This is an optimization exercise on Yosys and OpenROAD, whose aim is small area and a short achievable clock period, not a production implementation.
Where RTL was checked, it was by simulation tests only, not by an equivalence proof against the original.
No activity file was given, so power comes from the tool's default toggle rates.

==> module dmem_wdec, before the edit <==
module dmem_wdec (
  input  logic a,
  input  logic b,
  output logic s,
  output logic sn
);
  assign s  = a & b;
  assign sn = ~(a & b);
endmodule
==> module dmem_array, before the edit <==
module dmem_array #(
  parameter int DEPTH = 64
) (
  input  logic             clk,
  input  logic             rst_n,
  input  logic [7:0]       wa,        
  input  logic [31:0]      wbl,       
  input  logic [31:0]      wdata,
  input  logic [DEPTH-1:0] rsel,      
  input  logic             rd,        
  output logic [31:0]      rnext      
);
  logic [31:0] mem_q [DEPTH];
  logic [31:0] rdata_r;
  logic [31:0] t1_n [33];    
  logic [31:0] t2 [9];       
  logic [31:0] t3_n [3];     
  logic [31:0] rmux_s;
  for (genvar k = 0; k < DEPTH; k++) begin : g_word
    for (genvar l = 0; l < 4; l++) begin : g_lane
      logic s, sn;
      dmem_wdec u_dec (
        .a (wa[k / 8]),
        .b (wbl[8*l + k % 8]),
        .s (s),
        .sn(sn)
      );
      dmem_lane u_lane (
        .clk(clk),
        .s  (s),
        .sn (sn),
        .d  (wdata[8*l +: 8]),
        .q  (mem_q[k][8*l +: 8])
      );
    end
  end
  for (genvar j = 0; j < DEPTH / 2; j++) begin : g_rd1
    dmem_rd2 u_rd (
      .a (mem_q[2*j]), .b (mem_q[2*j+1]),
      .sa(rsel[2*j]), .sb(rsel[2*j+1]),
      .y_n(t1_n[j])
    );
  end
  dmem_nand2 u_hold (.a({32{~rd}}), .b(rdata_r), .y(t1_n[32]));
  for (genvar j = 0; j < 6; j++) begin : g_rd2
    dmem_nand4 u_g (.a(t1_n[4*j]), .b(t1_n[4*j+1]), .c(t1_n[4*j+2]),
                    .d(t1_n[4*j+3]), .y(t2[j]));
  end
  for (genvar j = 0; j < 3; j++) begin : g_rd2b
    dmem_nand3 u_g (.a(t1_n[24+3*j]), .b(t1_n[24+3*j+1]), .c(t1_n[24+3*j+2]),
                    .y(t2[6+j]));
  end
  for (genvar j = 0; j < 3; j++) begin : g_rd3
    dmem_nor3 u_g (.a(t2[3*j]), .b(t2[3*j+1]), .c(t2[3*j+2]), .y(t3_n[j]));
  end
  dmem_nand3 u_rd4 (.a(t3_n[0]), .b(t3_n[1]), .c(t3_n[2]), .y(rmux_s));
  always_ff @(posedge clk or negedge rst_n) begin
    if (!rst_n) begin
      rdata_r <= 32'h0000_0000;
    end else begin
      rdata_r <= rmux_s;
    end
  end
  assign rnext = rmux_s;
endmodule
==> module dmem_responder, before the edit <==
module dmem_responder #(
  parameter int WAIT_CYCLES = 1,
  parameter int DEPTH       = dmem_pkg::DMEM_DEPTH
) (
  input  logic        clk,
  input  logic        rst_n,
  input  logic        req,
  input  logic        we,
  input  logic [7:0]  addr,
  input  logic [31:0] wdata,
  input  logic [3:0]  be,
  output logic [31:0] rdata,
  output logic        ack,
  output logic        err
);
  localparam int AW = $clog2(DEPTH);
  logic        idle_r, busy_r, resp_r, mis_r;
  logic        ack_r, err_r;
  logic        accept_s, mis_in_s, go_s, rgo_s;
  logic [3:0]  be_s;
  logic [7:0]       wa_r;
  logic [31:0]      cap_wdata_r;
  logic [31:0]      wbl_r;
  logic [7:0]       ahi_s, alo_s;
  logic             rd_r;
  logic [DEPTH-1:0] rsel_r;
  logic [31:0]      rnext_s;
  logic [31:0]      rdata_r;
  assign accept_s = idle_r & req;
  assign mis_in_s = |addr[1:0];
  assign go_s     = accept_s & ~mis_in_s;
  assign rgo_s    = go_s & ~we;
  always_comb begin
    for (int i = 0; i < 8; i++) begin
      ahi_s[i] = (addr[7:5] == 3'(i));
      alo_s[i] = (addr[4:2] == 3'(i));
    end
  end
  assign be_s     = be;
  always_ff @(posedge clk or negedge rst_n) begin
    if (!rst_n) begin
      idle_r  <= 1'b1;
      busy_r  <= 1'b0;
      resp_r  <= 1'b0;
      mis_r   <= 1'b0;
      ack_r   <= 1'b0;
      err_r   <= 1'b0;
      wbl_r   <= '0;
      rd_r    <= 1'b0;
      rsel_r  <= '0;
    end else begin
      idle_r  <= (idle_r & ~req) | resp_r | mis_r;
      busy_r  <= go_s;
      mis_r   <= accept_s & mis_in_s;
      resp_r  <= busy_r;
      ack_r   <= resp_r | mis_r;
      err_r   <= mis_r;
      for (int l = 0; l < 4; l++) begin
        wbl_r[8*l +: 8] <= {8{go_s & we & be_s[l]}} & alo_s;
      end
      rd_r    <= rgo_s;
      for (int k = 0; k < DEPTH; k++) begin
        rsel_r[k] <= rgo_s & ahi_s[k / 8] & alo_s[k % 8];
      end
    end
  end
  always_ff @(posedge clk) begin
    wa_r        <= ahi_s;
    cap_wdata_r <= wdata;
  end
  dmem_array #(.DEPTH(DEPTH)) u_array (
    .clk  (clk),
    .rst_n(rst_n),
    .wa   (wa_r),
    .wbl  (wbl_r),
    .wdata(cap_wdata_r),
    .rsel (rsel_r),
    .rd   (rd_r),
    .rnext(rnext_s)
  );
  always_ff @(posedge clk) begin
    rdata_r <= rnext_s;
  end
  assign rdata = rdata_r;
  assign ack = ack_r;
  assign err = err_r;
endmodule
clock: 5.0 ns
lec_check: 0
cap_margin: 20
core_margin: 2
core_utilization: 75
cts_cluster_diameter: 70
cts_cluster_size: 24
setup_slack_margin: 2.9
slew_margin: 20
synth_hierarchical: 1
run.sh (not shown) runs the stock make flow with config.mk's settings and CLKGATE_MAP_FILE= SYNTH_SCRIPT=/design/flow/synth_recipe.tcl, a recipe that flattens the netlist after the stock synthesis.
Edit:
--- a/flow/design.v
+++ b/flow/design.v
@@ -16,9 +16,25 @@
   input  logic a,
   input  logic b,
+  input  logic c,
   output logic s,
   output logic sn
 );
-  assign s  = a & b;
-  assign sn = ~(a & b);
+  logic sn_s;
+  assign sn_s = ~(a & b & c);
+  assign sn   = sn_s;
+  dmem_inv u_inv (.a(sn_s), .y(s));
+endmodule
+module dmem_inv (
+  input  logic a,
+  output logic y
+);
+  assign y = ~a;
+endmodule
+module dmem_rdec (
+  input  logic a,
+  input  logic b,
+  output logic y
+);
+  assign y = a & b;
 endmodule
 module dmem_rd2 (
@@ -69,7 +85,9 @@
   input  logic             rst_n,
   input  logic [7:0]       wa,        
-  input  logic [31:0]      wbl,       
+  input  logic [7:0]       wb,        
+  input  logic [3:0]       wlane,     
   input  logic [31:0]      wdata,
-  input  logic [DEPTH-1:0] rsel,      
+  input  logic [7:0]       ra,        
+  input  logic [7:0]       rb,        
   input  logic             rd,        
   output logic [31:0]      rnext      
@@ -81,4 +99,8 @@
   logic [31:0] t3_n [3];     
   logic [31:0] rmux_s;
+  logic [DEPTH-1:0] rsel;
+  for (genvar k = 0; k < DEPTH; k++) begin : g_rsel
+    dmem_rdec u_rdec (.a(ra[k / 8]), .b(rb[k % 8]), .y(rsel[k]));
+  end
   for (genvar k = 0; k < DEPTH; k++) begin : g_word
     for (genvar l = 0; l < 4; l++) begin : g_lane
@@ -86,5 +108,6 @@
       dmem_wdec u_dec (
         .a (wa[k / 8]),
-        .b (wbl[8*l + k % 8]),
+        .b (wb[k % 8]),
+        .c (wlane[l]),
         .s (s),
         .sn(sn)
@@ -149,9 +172,10 @@
   logic [3:0]  be_s;
   logic [7:0]       wa_r;
+  logic [7:0]       lo_r;     
   logic [31:0]      cap_wdata_r;
-  logic [31:0]      wbl_r;
+  logic [3:0]       wlane_r;
   logic [7:0]       ahi_s, alo_s;
   logic             rd_r;
-  logic [DEPTH-1:0] rsel_r;
+  logic [7:0]       ra_r;
   logic [31:0]      rnext_s;
   logic [31:0]      rdata_r;
@@ -175,7 +199,7 @@
       ack_r   <= 1'b0;
       err_r   <= 1'b0;
-      wbl_r   <= '0;
+      wlane_r <= 4'b0000;
       rd_r    <= 1'b0;
-      rsel_r  <= '0;
+      ra_r    <= '0;
     end else begin
       idle_r  <= (idle_r & ~req) | resp_r | mis_r;
@@ -185,15 +209,12 @@
       ack_r   <= resp_r | mis_r;
       err_r   <= mis_r;
-      for (int l = 0; l < 4; l++) begin
-        wbl_r[8*l +: 8] <= {8{go_s & we & be_s[l]}} & alo_s;
-      end
+      wlane_r <= {4{go_s & we}} & be_s;
       rd_r    <= rgo_s;
-      for (int k = 0; k < DEPTH; k++) begin
-        rsel_r[k] <= rgo_s & ahi_s[k / 8] & alo_s[k % 8];
-      end
+      ra_r    <= {8{rgo_s}} & ahi_s;
     end
   end
   always_ff @(posedge clk) begin
     wa_r        <= ahi_s;
+    lo_r        <= alo_s;
     cap_wdata_r <= wdata;
   end
@@ -202,7 +223,9 @@
     .rst_n(rst_n),
     .wa   (wa_r),
-    .wbl  (wbl_r),
+    .wb   (lo_r),
+    .wlane(wlane_r),
     .wdata(cap_wdata_r),
-    .rsel (rsel_r),
+    .ra   (ra_r),
+    .rb   (lo_r),
     .rd   (rd_r),
     .rnext(rnext_s)
The changed run produced a clean layout.
Total power fell by a few percent.
Utilization goes up by 2.2 points.
Synthesized cell count goes down slightly.
Maximum frequency falls slightly.
Wire length decreases slightly.
Via count shrinks slightly.
First-iteration DRC count goes up by roughly a tenth.
Hold slack gains 0.21 ns.
Final area went down slightly.
Setup slack is worse by 0.0099 ns.
Clock-buffer cell count drops by 2.
Only the layout flow was run in the second run of this note; the RTL was not checked for function there.

========
## juniper
The RTL this note starts from:
==> flow/design.v <==
package dmem_pkg;
  localparam int DMEM_DEPTH = 64;
endpackage
module dmem_lane (
  input  logic       clk,
  input  logic       s,
  input  logic       sn,
  input  logic [7:0] d,
  output logic [7:0] q
);
  always_ff @(posedge clk) begin
    q <= ({8{s}} & d) | ({8{sn}} & q);
  end
endmodule
module dmem_wdec (
  input  logic a,
  input  logic b,
  output logic s,
  output logic sn
);
  assign s  = a & b;
  assign sn = ~(a & b);
endmodule
module dmem_rd2 (
  input  logic [31:0] a,
  input  logic [31:0] b,
  input  logic        sa,
  input  logic        sb,
  output logic [31:0] y_n
);
  assign y_n = ~(({32{sa}} & a) | ({32{sb}} & b));
endmodule
module dmem_nand2 (
  input  logic [31:0] a,
  input  logic [31:0] b,
  output logic [31:0] y
);
  assign y = ~(a & b);
endmodule
module dmem_nand3 (
  input  logic [31:0] a,
  input  logic [31:0] b,
  input  logic [31:0] c,
  output logic [31:0] y
);
  assign y = ~(a & b & c);
endmodule
module dmem_nand4 (
  input  logic [31:0] a,
  input  logic [31:0] b,
  input  logic [31:0] c,
  input  logic [31:0] d,
  output logic [31:0] y
);
  assign y = ~(a & b & c & d);
endmodule
module dmem_nor3 (
  input  logic [31:0] a,
  input  logic [31:0] b,
  input  logic [31:0] c,
  output logic [31:0] y
);
  assign y = ~(a | b | c);
endmodule
module dmem_array #(
  parameter int DEPTH = 64
) (
  input  logic             clk,
  input  logic             rst_n,
  input  logic [7:0]       wa,        
  input  logic [31:0]      wbl,       
  input  logic [31:0]      wdata,
  input  logic [DEPTH-1:0] rsel,      
  input  logic             rd,        
  output logic [31:0]      rdata
);
  logic [31:0] mem_q [DEPTH];
  logic [31:0] rdata_r;
  logic [31:0] t1_n [33];    
  logic [31:0] t2 [9];       
  logic [31:0] t3_n [3];     
  logic [31:0] rmux_s;
  for (genvar k = 0; k < DEPTH; k++) begin : g_word
    for (genvar l = 0; l < 4; l++) begin : g_lane
      logic s, sn;
      dmem_wdec u_dec (
        .a (wa[k / 8]),
        .b (wbl[8*l + k % 8]),
        .s (s),
        .sn(sn)
      );
      dmem_lane u_lane (
        .clk(clk),
        .s  (s),
        .sn (sn),
        .d  (wdata[8*l +: 8]),
        .q  (mem_q[k][8*l +: 8])
      );
    end
  end
  for (genvar j = 0; j < DEPTH / 2; j++) begin : g_rd1
    dmem_rd2 u_rd (
      .a (mem_q[2*j]), .b (mem_q[2*j+1]),
      .sa(rsel[2*j]), .sb(rsel[2*j+1]),
      .y_n(t1_n[j])
    );
  end
  dmem_nand2 u_hold (.a({32{~rd}}), .b(rdata_r), .y(t1_n[32]));
  for (genvar j = 0; j < 6; j++) begin : g_rd2
    dmem_nand4 u_g (.a(t1_n[4*j]), .b(t1_n[4*j+1]), .c(t1_n[4*j+2]),
                    .d(t1_n[4*j+3]), .y(t2[j]));
  end
  for (genvar j = 0; j < 3; j++) begin : g_rd2b
    dmem_nand3 u_g (.a(t1_n[24+3*j]), .b(t1_n[24+3*j+1]), .c(t1_n[24+3*j+2]),
                    .y(t2[6+j]));
  end
  for (genvar j = 0; j < 3; j++) begin : g_rd3
    dmem_nor3 u_g (.a(t2[3*j]), .b(t2[3*j+1]), .c(t2[3*j+2]), .y(t3_n[j]));
  end
  dmem_nand3 u_rd4 (.a(t3_n[0]), .b(t3_n[1]), .c(t3_n[2]), .y(rmux_s));
  always_ff @(posedge clk or negedge rst_n) begin
    if (!rst_n) begin
      rdata_r <= 32'h0000_0000;
    end else begin
      rdata_r <= rmux_s;
    end
  end
  assign rdata = rdata_r;
endmodule
module dmem_responder #(
  parameter int WAIT_CYCLES = 1,
  parameter int DEPTH       = dmem_pkg::DMEM_DEPTH
) (
  input  logic        clk,
  input  logic        rst_n,
  input  logic        req,
  input  logic        we,
  input  logic [7:0]  addr,
  input  logic [31:0] wdata,
  input  logic [3:0]  be,
  output logic [31:0] rdata,
  output logic        ack,
  output logic        err
);
  localparam int AW = $clog2(DEPTH);
  logic        idle_r, busy_r, resp_r, mis_r;
  logic        ack_r, err_r;
  logic        accept_s, mis_in_s, go_s, rgo_s;
  logic [3:0]  be_s;
  logic [7:0]       wa_r;
  logic [31:0]      cap_wdata_r;
  logic [31:0]      wbl_r;
  logic [7:0]       ahi_s, alo_s;
  logic             rd_r;
  logic [DEPTH-1:0] rsel_r;
  assign accept_s = idle_r & req;
  assign mis_in_s = |addr[1:0];
  assign go_s     = accept_s & ~mis_in_s;
  assign rgo_s    = go_s & ~we;
  always_comb begin
    for (int i = 0; i < 8; i++) begin
      ahi_s[i] = (addr[7:5] == 3'(i));
      alo_s[i] = (addr[4:2] == 3'(i));
    end
  end
  assign be_s     = be;
  always_ff @(posedge clk or negedge rst_n) begin
    if (!rst_n) begin
      idle_r  <= 1'b1;
      busy_r  <= 1'b0;
      resp_r  <= 1'b0;
      mis_r   <= 1'b0;
      ack_r   <= 1'b0;
      err_r   <= 1'b0;
      wbl_r   <= '0;
      rd_r    <= 1'b0;
      rsel_r  <= '0;
    end else begin
      idle_r  <= (idle_r & ~req) | resp_r | mis_r;
      busy_r  <= go_s;
      mis_r   <= accept_s & mis_in_s;
      resp_r  <= busy_r;
      ack_r   <= resp_r | mis_r;
      err_r   <= mis_r;
      for (int l = 0; l < 4; l++) begin
        wbl_r[8*l +: 8] <= {8{go_s & we & be_s[l]}} & alo_s;
      end
      rd_r    <= rgo_s;
      for (int k = 0; k < DEPTH; k++) begin
        rsel_r[k] <= rgo_s & ahi_s[k / 8] & alo_s[k % 8];
      end
    end
  end
  always_ff @(posedge clk) begin
    wa_r        <= ahi_s;
    cap_wdata_r <= wdata;
  end
  dmem_array #(.DEPTH(DEPTH)) u_array (
    .clk  (clk),
    .rst_n(rst_n),
    .wa   (wa_r),
    .wbl  (wbl_r),
    .wdata(cap_wdata_r),
    .rsel (rsel_r),
    .rd   (rd_r),
    .rdata(rdata)
  );
  assign ack = ack_r;
  assign err = err_r;
endmodule
make LEC_CHECK=0 CAP_MARGIN=20 CORE_MARGIN=2 CORE_UTILIZATION=75 CTS_CLUSTER_DIAMETER=70 CTS_CLUSTER_SIZE=24 SETUP_SLACK_MARGIN=2.9 SLEW_MARGIN=20 SYNTH_HIERARCHICAL=1 finish   # period 5.0 ns
juniper went all the way through the flow, and no timing, DRC or antenna check failed.
Relative to juniper, the following input files were edited for onyx:
-- flow/design.v --
<<< juniper, line 19
  output logic sn
);
  assign s  = a & b;
  assign sn = ~(a & b);
endmodule
module dmem_rd2 (
>>> onyx, line 19
  output logic sn
);
  logic sn_s;
  assign sn_s = ~(a & b);
  assign sn   = sn_s;
  dmem_inv u_inv (.a(sn_s), .y(s));
endmodule
module dmem_inv (
  input  logic a,
  output logic y
);
  assign y = ~a;
endmodule
module dmem_rdec (
  input  logic a,
  input  logic b,
  output logic y
);
  assign y = a & b;
endmodule
module dmem_rd2 (
<<< juniper, line 71
  input  logic [31:0]      wbl,       
  input  logic [31:0]      wdata,
  input  logic [DEPTH-1:0] rsel,      
  input  logic             rd,        
  output logic [31:0]      rdata
);
  logic [31:0] mem_q [DEPTH];
>>> onyx, line 86
  input  logic [31:0]      wbl,       
  input  logic [31:0]      wdata,
  input  logic [7:0]       ra,        
  input  logic [7:0]       rb,        
  input  logic             rd,        
  output logic [31:0]      rnext      
);
  logic [31:0] mem_q [DEPTH];
<<< juniper, line 81
  logic [31:0] t3_n [3];     
  logic [31:0] rmux_s;
  for (genvar k = 0; k < DEPTH; k++) begin : g_word
    for (genvar l = 0; l < 4; l++) begin : g_lane
>>> onyx, line 97
  logic [31:0] t3_n [3];     
  logic [31:0] rmux_s;
  logic [DEPTH-1:0] rsel;
  for (genvar k = 0; k < DEPTH; k++) begin : g_rsel
    dmem_rdec u_rdec (.a(ra[k / 8]), .b(rb[k % 8]), .y(rsel[k]));
  end
  for (genvar k = 0; k < DEPTH; k++) begin : g_word
    for (genvar l = 0; l < 4; l++) begin : g_lane
<<< juniper, line 126
    end
  end
  assign rdata = rdata_r;
endmodule
module dmem_responder #(
>>> onyx, line 146
    end
  end
  assign rnext = rmux_s;
endmodule
module dmem_responder #(
<<< juniper, line 153
  logic [7:0]       ahi_s, alo_s;
  logic             rd_r;
  logic [DEPTH-1:0] rsel_r;
  assign accept_s = idle_r & req;
  assign mis_in_s = |addr[1:0];
>>> onyx, line 173
  logic [7:0]       ahi_s, alo_s;
  logic             rd_r;
  logic [7:0]       ra_r, rb_r;
  logic [31:0]      rnext_s;
  logic [31:0]      rdata_r;
  assign accept_s = idle_r & req;
  assign mis_in_s = |addr[1:0];
<<< juniper, line 175
      wbl_r   <= '0;
      rd_r    <= 1'b0;
      rsel_r  <= '0;
    end else begin
      idle_r  <= (idle_r & ~req) | resp_r | mis_r;
>>> onyx, line 197
      wbl_r   <= '0;
      rd_r    <= 1'b0;
      ra_r    <= '0;
    end else begin
      idle_r  <= (idle_r & ~req) | resp_r | mis_r;
<<< juniper, line 187
      end
      rd_r    <= rgo_s;
      for (int k = 0; k < DEPTH; k++) begin
        rsel_r[k] <= rgo_s & ahi_s[k / 8] & alo_s[k % 8];
      end
    end
  end
  always_ff @(posedge clk) begin
    wa_r        <= ahi_s;
    cap_wdata_r <= wdata;
  end
>>> onyx, line 209
      end
      rd_r    <= rgo_s;
      ra_r    <= {8{rgo_s}} & ahi_s;
    end
  end
  always_ff @(posedge clk) begin
    wa_r        <= ahi_s;
    rb_r        <= alo_s;
    cap_wdata_r <= wdata;
  end
<<< juniper, line 202
    .wbl  (wbl_r),
    .wdata(cap_wdata_r),
    .rsel (rsel_r),
    .rd   (rd_r),
    .rdata(rdata)
  );
  assign ack = ack_r;
  assign err = err_r;
>>> onyx, line 223
    .wbl  (wbl_r),
    .wdata(cap_wdata_r),
    .ra   (ra_r),
    .rb   (rb_r),
    .rd   (rd_r),
    .rnext(rnext_s)
  );
  always_ff @(posedge clk) begin
    rdata_r <= rnext_s;
  end
  assign rdata = rdata_r;
  assign ack = ack_r;
  assign err = err_r;
Findings:
For the area occupied by registers, onyx came in about 1% lower than juniper did. The run showing the smaller core area is onyx. There was hardly any difference in register-to-register slack between onyx and juniper. Relative to juniper, sequential share of layout area has increased by 0.21 points in onyx. Initial core utilization across juniper and onyx: no real change. Of juniper and onyx, the run reporting the lower final routed wirelength across all metal layers was juniper. Both conditions hold for onyx: the flow ran to the end and the final layout passed the timing, DRC and antenna checks. Relative to juniper, the total length of routed met3 wires measured on onyx has increased by more than a quarter. Comparing wire length of the first global-routing pass for juniper and onyx, the smaller number came from juniper. On onyx: non-clock buffer count is about 30% lower than what juniper gave. Wire length on met1 sits higher in onyx than in juniper. In the final design statistics, onyx uses fewer standard cells in total than juniper. For the wire length per cell, onyx came in about 9% higher than juniper did. onyx vs. juniper: distinct cell type count of the synthesized netlist now sits lower; synthesized net count now sits lower.

-- afterwards: timing with drivers on the ports --
No port has a modelled driver above. Below, the same layouts with a new extraction and two added sets of constraints.
Step 1 assumes that a clkbuf_16 drives the clock port and a buf_2 every other input.
Step 2 moves the port delays by t, midway between the first and last clock arrival at a register: inputs arrive t later, outputs are due t later. That takes back most of the time a late clock gives input paths.
Three values: ideal ports, drivers, drivers and shift; two values: the first two.
| run | shift t [ns] | setup slack, ns | hold WS [ns] | worst setup path at the end |
|---|---|---|---|---|
| the first run of note 1 | 0.829 | 2.711 / 2.634 / 2.080 | 0.120 / 0.173 / 0.376 | input to register |
| the second run of note 1 | 0.810 | 2.701 / 2.621 / 2.325 | 0.332 / 0.285 / 0.356 | input to register |
| juniper | 0.811 | 2.630 / 2.548 / 2.050 | 0.229 / 0.187 / 0.362 | input to register |
| onyx | 0.812 | 2.715 / 2.635 / 2.217 | 0.285 / 0.231 / 0.360 | input to register |
After both steps setup and hold are still met in every run listed. The setup slack of the first run of note 1, which loses most, moves by -0.077 ns with the drivers and by -0.631 ns with both steps.
